Background: an optimization exercise with open tools, aiming at small area. Do not read the settings as production practice.
In this exercise RTL edits were held to simulation tests only and were not proved equivalent to the original.
The clock input has no modelled driver; a real chip could not lean on it and would need a root buffer or a full tree.
Power figures rest on the tool's default switching activity, not on a simulated workload.

Setup of willow:
Design rhythmGameTop, start of the top module:
module rhythmGameTop (
	input  logic DIV_CLK,
	input  logic reset,
	input  logic start,
	input  logic pause,
	input  logic frameTick,
	input  logic [rhythmPkg::LANE_COUNT-1:0] laneButtons,
	input  logic [rhythmPkg::POS_W-1:0] pixelX,
	input  logic [rhythmPkg::POS_W-1:0] pixelY,
	input  logic displayArea,
	output logic vgaRed,
	output logic vgaGreen,
	output logic vgaBlue,
	output logic [3:0] anodes,
	output logic [6:0] segments
);
Settings: LEC_CHECK=0, CAP_MARGIN=20, CORE_MARGIN=2, CORE_UTILIZATION=40, SLEW_MARGIN=20; clock period 7.0 ns.
standard.sh (not shown) runs the stock make flow with config.mk's settings and CLKGATE_MAP_FILE= SYNTH_SCRIPT=/design/flow/synth_recipe.tcl, a recipe that flattens the netlist after the stock synthesis.
==> flow/flow/run.sh <==
#!/bin/bash
# The standard layout (standard.sh) with an area-oriented synthesis, the
# smallest buffer on the ports and a clock tree without dummy loads.
set -euo pipefail
W=$(pwd)
F=$W/flow
export OWN_ABC_SCRIPT=$F/abc_area.script
export BUFFER_PORTS_ARGS="-buffer_cell sky130_fd_sc_hd__buf_1"
export CTS_ARGS="-sink_clustering_enable -repair_clock_nets -dont_use_dummy_load"
bash standard.sh SYNTH_SCRIPT=$F/synth.tcl finish > $W/standard_flow.log 2>&1
==> flow/flow/abc_area.script <==
strash
&get -n
&fraig -x
&put
scorr
dc2
strash
&get -n
&dch -f
&nf -a -R 1000
&put
==> flow/flow/synth.tcl <==
# synth_recipe.tcl with two changes to ORFS's synth.tcl: ABC maps with
# abc_area.script (beside this file), and the adders are left to ABC instead of
# being mapped to half/full adder cells first. Registers are untouched.
proc synth {args} { yosys synth -nofsm -noshare {*}$args }
set f [open $::env(SCRIPTS_DIR)/synth.tcl]
set txt [read $f]
close $f
set old {log_cmd abc {*}$abc_args}
if { [string first $old $txt] < 0 } { error "abc call not found in synth.tcl" }
set txt [string map [list $old {log_cmd abc -script $::env(OWN_ABC_SCRIPT) {*}[lrange $abc_args 2 end]}] $txt]
set ::env(ADDER_MAP_FILE) ""
eval $txt
# left out here: clear keep_hierarchy, flatten, clean up, hide names made inside functions, write 1_2_yosys.v
diff inputs: willow => lagoon
==> flow/run.sh (new file) <==
#!/bin/bash
# synth_recipe.tcl (not shown) runs the flow's synth.tcl, then flattens the netlist and writes it again
# the make line also repeats each setting of config.mk as NAME=value (left out here)
make -C /OpenROAD-flow-scripts/flow DESIGN_CONFIG=/design/flow/config.mk WORK_HOME=/design/flow/orfs CLKGATE_MAP_FILE= SYNTH_SCRIPT=/design/flow/synth_recipe.tcl finish
removed: flow/flow/run.sh
removed: flow/flow/abc_area.script
removed: flow/flow/synth.tcl
removed: flow/standard.sh
--- outcome ---
Of willow and lagoon, willow shows the lower combinational cell fraction of total power, with lagoon above it. The lower placement-stage worst setup slack of willow and lagoon is in lagoon. Compared with willow, in lagoon total instance count after detailed placement has increased, final area moved up, routed wire length shows an increase of 2100 µm. Fraction of the core area covered by cells at the end of the flow (higher): lagoon. willow → lagoon: multiplexer area fraction after synthesis has increased; transition at the pin with the smallest max-transition slack +13 ps.

## old
rhythmGameTop, a different RTL version from the one above (not shown whole).
For scale: about 290 cells after synthesis, roughly 43 I/O pins, ~2600 um^2 of cells after synthesis.
// rhythmGameTop
module rhythmGameTop (
	input  logic DIV_CLK,
	input  logic reset,
	input  logic start,
	input  logic pause,
	input  logic frameTick,
	input  logic [rhythmPkg::LANE_COUNT-1:0] laneButtons,
	input  logic [rhythmPkg::POS_W-1:0] pixelX,
	input  logic [rhythmPkg::POS_W-1:0] pixelY,
	input  logic displayArea,
	output logic vgaRed,
	output logic vgaGreen,
	output logic vgaBlue,
	output logic [3:0] anodes,
	output logic [6:0] segments
);
	logic stepEnable;
	logic [LANE_COUNT-1:0] laneHit;
	logic [15:0] score;
	logic [PHASE_W-1:0] phaseDown;
	logic [ROWS_W-1:0] rowCount;
	gameControl gameControl_i (.DIV_CLK, .reset, .start, .pause, .frameTick, .laneHit,
		.stepEnable, .score);
	noteChart noteChart_i (.DIV_CLK, .reset, .stepEnable, .phaseDown, .rowCount);
	laneTracker laneTracker_i (.phaseDown, .rowCount, .stepEnable,
		.buttons(laneButtons), .laneHit);
	laneRenderer laneRenderer_i (.DIV_CLK, .reset, .pixelX, .pixelY, .displayArea,
		.laneButtons, .phaseDown, .rowCount, .vgaRed, .vgaGreen, .vgaBlue);
	scoreDisplay scoreDisplay_i (.DIV_CLK, .reset, .score, .anodes, .segments);
endmodule
==> flow/config.mk <==
export PLATFORM = sky130hd
export DESIGN_NAME = rhythmGameTop
export DESIGN_NICKNAME = rhythmGameTop
export VERILOG_FILES = /design/flow/design.v
export SDC_FILE = /design/flow/constraint.sdc
export NUM_CORES = 4
export LEC_CHECK = 0
export CAP_MARGIN = 20
export CORE_MARGIN = 2
export CORE_UTILIZATION = 40
export SLEW_MARGIN = 20
==> flow/constraint.sdc <==
create_clock -name core_clock -period 7.0 [get_ports {DIV_CLK}]
set_input_delay 1.4000 -clock core_clock [delete_from_list [all_inputs] [get_ports {DIV_CLK}]]
set_output_delay 1.4000 -clock core_clock [all_outputs]
set_load 0.01 [all_outputs]
==> flow/flow/run.sh <==
#!/bin/bash
# The standard layout (standard.sh) with three changes: an area-oriented
# synthesis (synth.tcl: the best of several ABC scripts, adders left to ABC), the smallest
# buffer on the ports, and a few clock buffers in place of the clock tree
# (cts_hook.tcl). Its output goes to standard_flow.log; ORFS's own logs are
# under orfs/logs.
set -euo pipefail
W=$(pwd)
F=$W/flow
export OWN_FLOW_DIR=$F
export OWN_ABC_WORK=$W/abc_trials
export BUFFER_PORTS_ARGS="-buffer_cell sky130_fd_sc_hd__buf_1"
export PRE_CTS_TCL=$F/cts_hook.tcl
export OWN_CLK_BUFS=${OWN_CLK_BUFS:-3}
export OWN_CLK_BUF=${OWN_CLK_BUF:-sky130_fd_sc_hd__clkbuf_8}
bash standard.sh SYNTH_SCRIPT=$F/synth.tcl finish > $W/standard_flow.log 2>&1
==> flow/flow/abc_0.script <==
strash
&get -n
&fraig -x
&put
dc2
strash
&get -n
&deepsyn -T 60 -S 0
&put
strash
&get -n
&dch -f
&nf -a -R 1000
&put
mfs3 -ae
mfs3 -ae -r
mfs3 -aez -H 5
==> flow/flow/abc_1.script <==
strash
&get -n
&fraig -x
&put
dc2
strash
&get -n
&deepsyn -T 60 -S 1
&put
strash
&get -n
&dch -f
&nf -a -R 1000
&put
mfs3 -ae
mfs3 -ae -r
mfs3 -aez -H 5
==> flow/flow/abc_2.script <==
strash
&get -n
&fraig -x
&put
dc2
strash
&get -n
&deepsyn -T 60 -S 2
&put
strash
&get -n
&dch -f
&nf -a -R 1000
&put
mfs3 -ae
mfs3 -ae -r
mfs3 -aez -H 5
==> flow/flow/abc_3.script <==
strash
&get -n
&fraig -x
&put
dc2
strash
&get -n
&deepsyn -T 60 -S 3
&put
strash
&get -n
&dch -f
&nf -a -R 1000
&put
mfs3 -ae
mfs3 -ae -r
mfs3 -aez -H 5
==> flow/flow/abc_4.script <==
strash
&get -n
&fraig -x
&put
dc2
strash
&get -n
&deepsyn -T 60 -S 4
&put
strash
&get -n
&dch -f
&nf -a -R 1000
&put
mfs3 -ae
mfs3 -ae -r
mfs3 -aez -H 5
==> flow/flow/abc_5.script <==
strash
&get -n
&fraig -x
&put
dc2
strash
&get -n
&deepsyn -T 60 -S 5
&put
strash
&get -n
&dch -f
&nf -a -R 1000
&put
mfs3 -ae
mfs3 -ae -r
mfs3 -aez -H 5
==> flow/flow/abc_6.script <==
strash
&get -n
&fraig -x
&put
dc2
strash
&get -n
&deepsyn -T 60 -S 6
&put
strash
&get -n
&dch -f
&nf -a -R 1000
&put
mfs3 -ae
mfs3 -ae -r
mfs3 -aez -H 5
==> flow/flow/abc_7.script <==
strash
&get -n
&fraig -x
&put
dc2
strash
&get -n
&deepsyn -T 60 -S 7
&put
strash
&get -n
&dch -f
&nf -a -R 1000
&put
mfs3 -ae
mfs3 -ae -r
mfs3 -aez -H 5
Other scripts of this flow, unchanged in this note and not shown: flow/flow/cts_hook.tcl, flow/flow/synth.tcl
#### Input delta (new over old)
Settings: CAP_MARGIN: 20 -> 10.
==> flow/flow/abc_00.script (new file) <==
strash
&get -n
&fraig -x
&put
dc2
strash
&get -n
&deepsyn -T 60 -S 0
&put
strash
&get -n
&dch -f
&nf -a -R 1000
&put
mfs3 -ae
mfs3 -ae -r
mfs3 -aez -H 5
==> flow/flow/abc_01.script (new file) <==
strash
&get -n
&fraig -x
&put
dc2
strash
&get -n
&deepsyn -T 60 -S 1
&put
strash
&get -n
&dch -f
&nf -a -R 1000
&put
mfs3 -ae
mfs3 -ae -r
mfs3 -aez -H 5
==> flow/flow/abc_02.script (new file) <==
strash
&get -n
&fraig -x
&put
dc2
strash
&get -n
&deepsyn -T 60 -S 2
&put
strash
&get -n
&dch -f
&nf -a -R 1000
&put
mfs3 -ae
mfs3 -ae -r
mfs3 -aez -H 5
==> flow/flow/abc_07.script (new file) <==
strash
&get -n
&fraig -x
&put
dc2
strash
&get -n
&deepsyn -T 60 -S 7
&put
strash
&get -n
&dch -f
&nf -a -R 1000
&put
mfs3 -ae
mfs3 -ae -r
mfs3 -aez -H 5
==> flow/flow/abc_08.script (new file) <==
strash
&get -n
&fraig -x
&put
dc2
strash
&get -n
&deepsyn -T 60 -S 7
&put
strash
&get -n
&dch -f
&nf -a -R 1000
&put
mfs3 -ae
mfs3 -ae -r
mfs3 -aez -H 5
strash
&get -n
&dch -f
&nf -a -R 1000
&put
mfs3 -ae
mfs3 -ae -r
mfs3 -aez -H 5
==> flow/flow/abc_09.script (new file) <==
strash
&get -n
&fraig -x
&put
dc2
strash
&get -n
&deepsyn -T 60 -S 0
&put
strash
&get -n
&dch -f
&nf -a -R 1000
&put
mfs3 -ae
mfs3 -ae -r
mfs3 -aez -H 5
strash
&get -n
&dch -f
&nf -a -R 1000
&put
mfs3 -ae
mfs3 -ae -r
mfs3 -aez -H 5
==> flow/flow/abc_10.script (new file) <==
strash
&get -n
&fraig -x
&put
dc2
strash
&get -n
&deepsyn -T 60 -S 1
&put
strash
&get -n
&dch -f
&nf -a -R 1000
&put
mfs3 -ae
mfs3 -ae -r
mfs3 -aez -H 5
strash
&get -n
&dch -f
&nf -a -R 1000
&put
mfs3 -ae
mfs3 -ae -r
mfs3 -aez -H 5
==> flow/flow/abc_11.script (new file) <==
strash
&get -n
&fraig -x
&put
dc2
strash
&get -n
&deepsyn -T 60 -S 2
&put
strash
&get -n
&dch -f
&nf -a -R 1000
&put
mfs3 -ae
mfs3 -ae -r
mfs3 -aez -H 5
strash
&get -n
&dch -f
&nf -a -R 1000
&put
mfs3 -ae
mfs3 -ae -r
mfs3 -aez -H 5
removed: flow/flow/abc_0.script
removed: flow/flow/abc_1.script
removed: flow/flow/abc_2.script
removed: flow/flow/abc_3.script
removed: flow/flow/abc_4.script
removed: flow/flow/abc_5.script
removed: flow/flow/abc_6.script
removed: flow/flow/abc_7.script
Results
Power density normalized to cell area (new vs. old) increases by a few percent
Actual slew at the worst max-slew pin sits lower in new than in old.
| clock power | old vs new | ≈ equal |
Lower area enclosed by the die boundary was reported by new, not old.
Share of synthesized area spent on multiplexers (new over old): increase, 0.44 points
new vs old: global-route usage up
Compared to old, new has core utilization 0.34 points lower.
Between new and old, total wire length is higher for new, old comes in under that.
Compared new vs old, and final period demand of the worst path is up in new.
Diff new..old | area share of and/or/nand/nor cells after synthesis | negligible
Between new and old, worst setup slack is higher for old, new comes in under that.
No run of this note takes its clock network from TritonCTS; it comes from the design's own scripts or RTL.

## separate check: timing with driven ports
In the flow no input, the clock included, has a driving cell. The finished layouts below were timed again as built, in two steps.
Step 1: set_driving_cell puts a clkbuf_16 on DIV_CLK and a buf_2 on each other input, an assumption about the parent block.
Step 2 times the ports against the registers' clock, not the clock port: input delays grow and output delays shrink by t, the midpoint of the rising clock arrivals with the driver on.
Slacks: ideal ports / drivers / drivers and shift; pairs: ideal ports / drivers.
run | t, ns | slack for setup (ns) | worst hold slack (ns) | worst setup path at the end | slew at the worst register clock pin (ns)
willow | 0.315 | 1.105 / 1.105 / 1.105 | 0.475 / 0.475 / 0.475 | register to register | 0.09 / 0.09
lagoon | 0.334 | 1.146 / 1.151 / 0.817 | 0.466 / 0.466 / 0.466 | input to register | 0.10 / 0.10
old | 0.192 | 2.394 / 2.418 / 2.226 | 0.384 / 0.384 / 0.384 | input to register | 0.09 / 0.09
new | 0.194 | 2.255 / 2.279 / 2.085 | 0.386 / 0.386 / 0.386 | input to register | 0.09 / 0.09
After both steps setup and hold are still met in every run listed. For lagoon, which loses most, drivers alone change the setup slack by +0.005 ns; drivers and shift together by -0.329 ns.
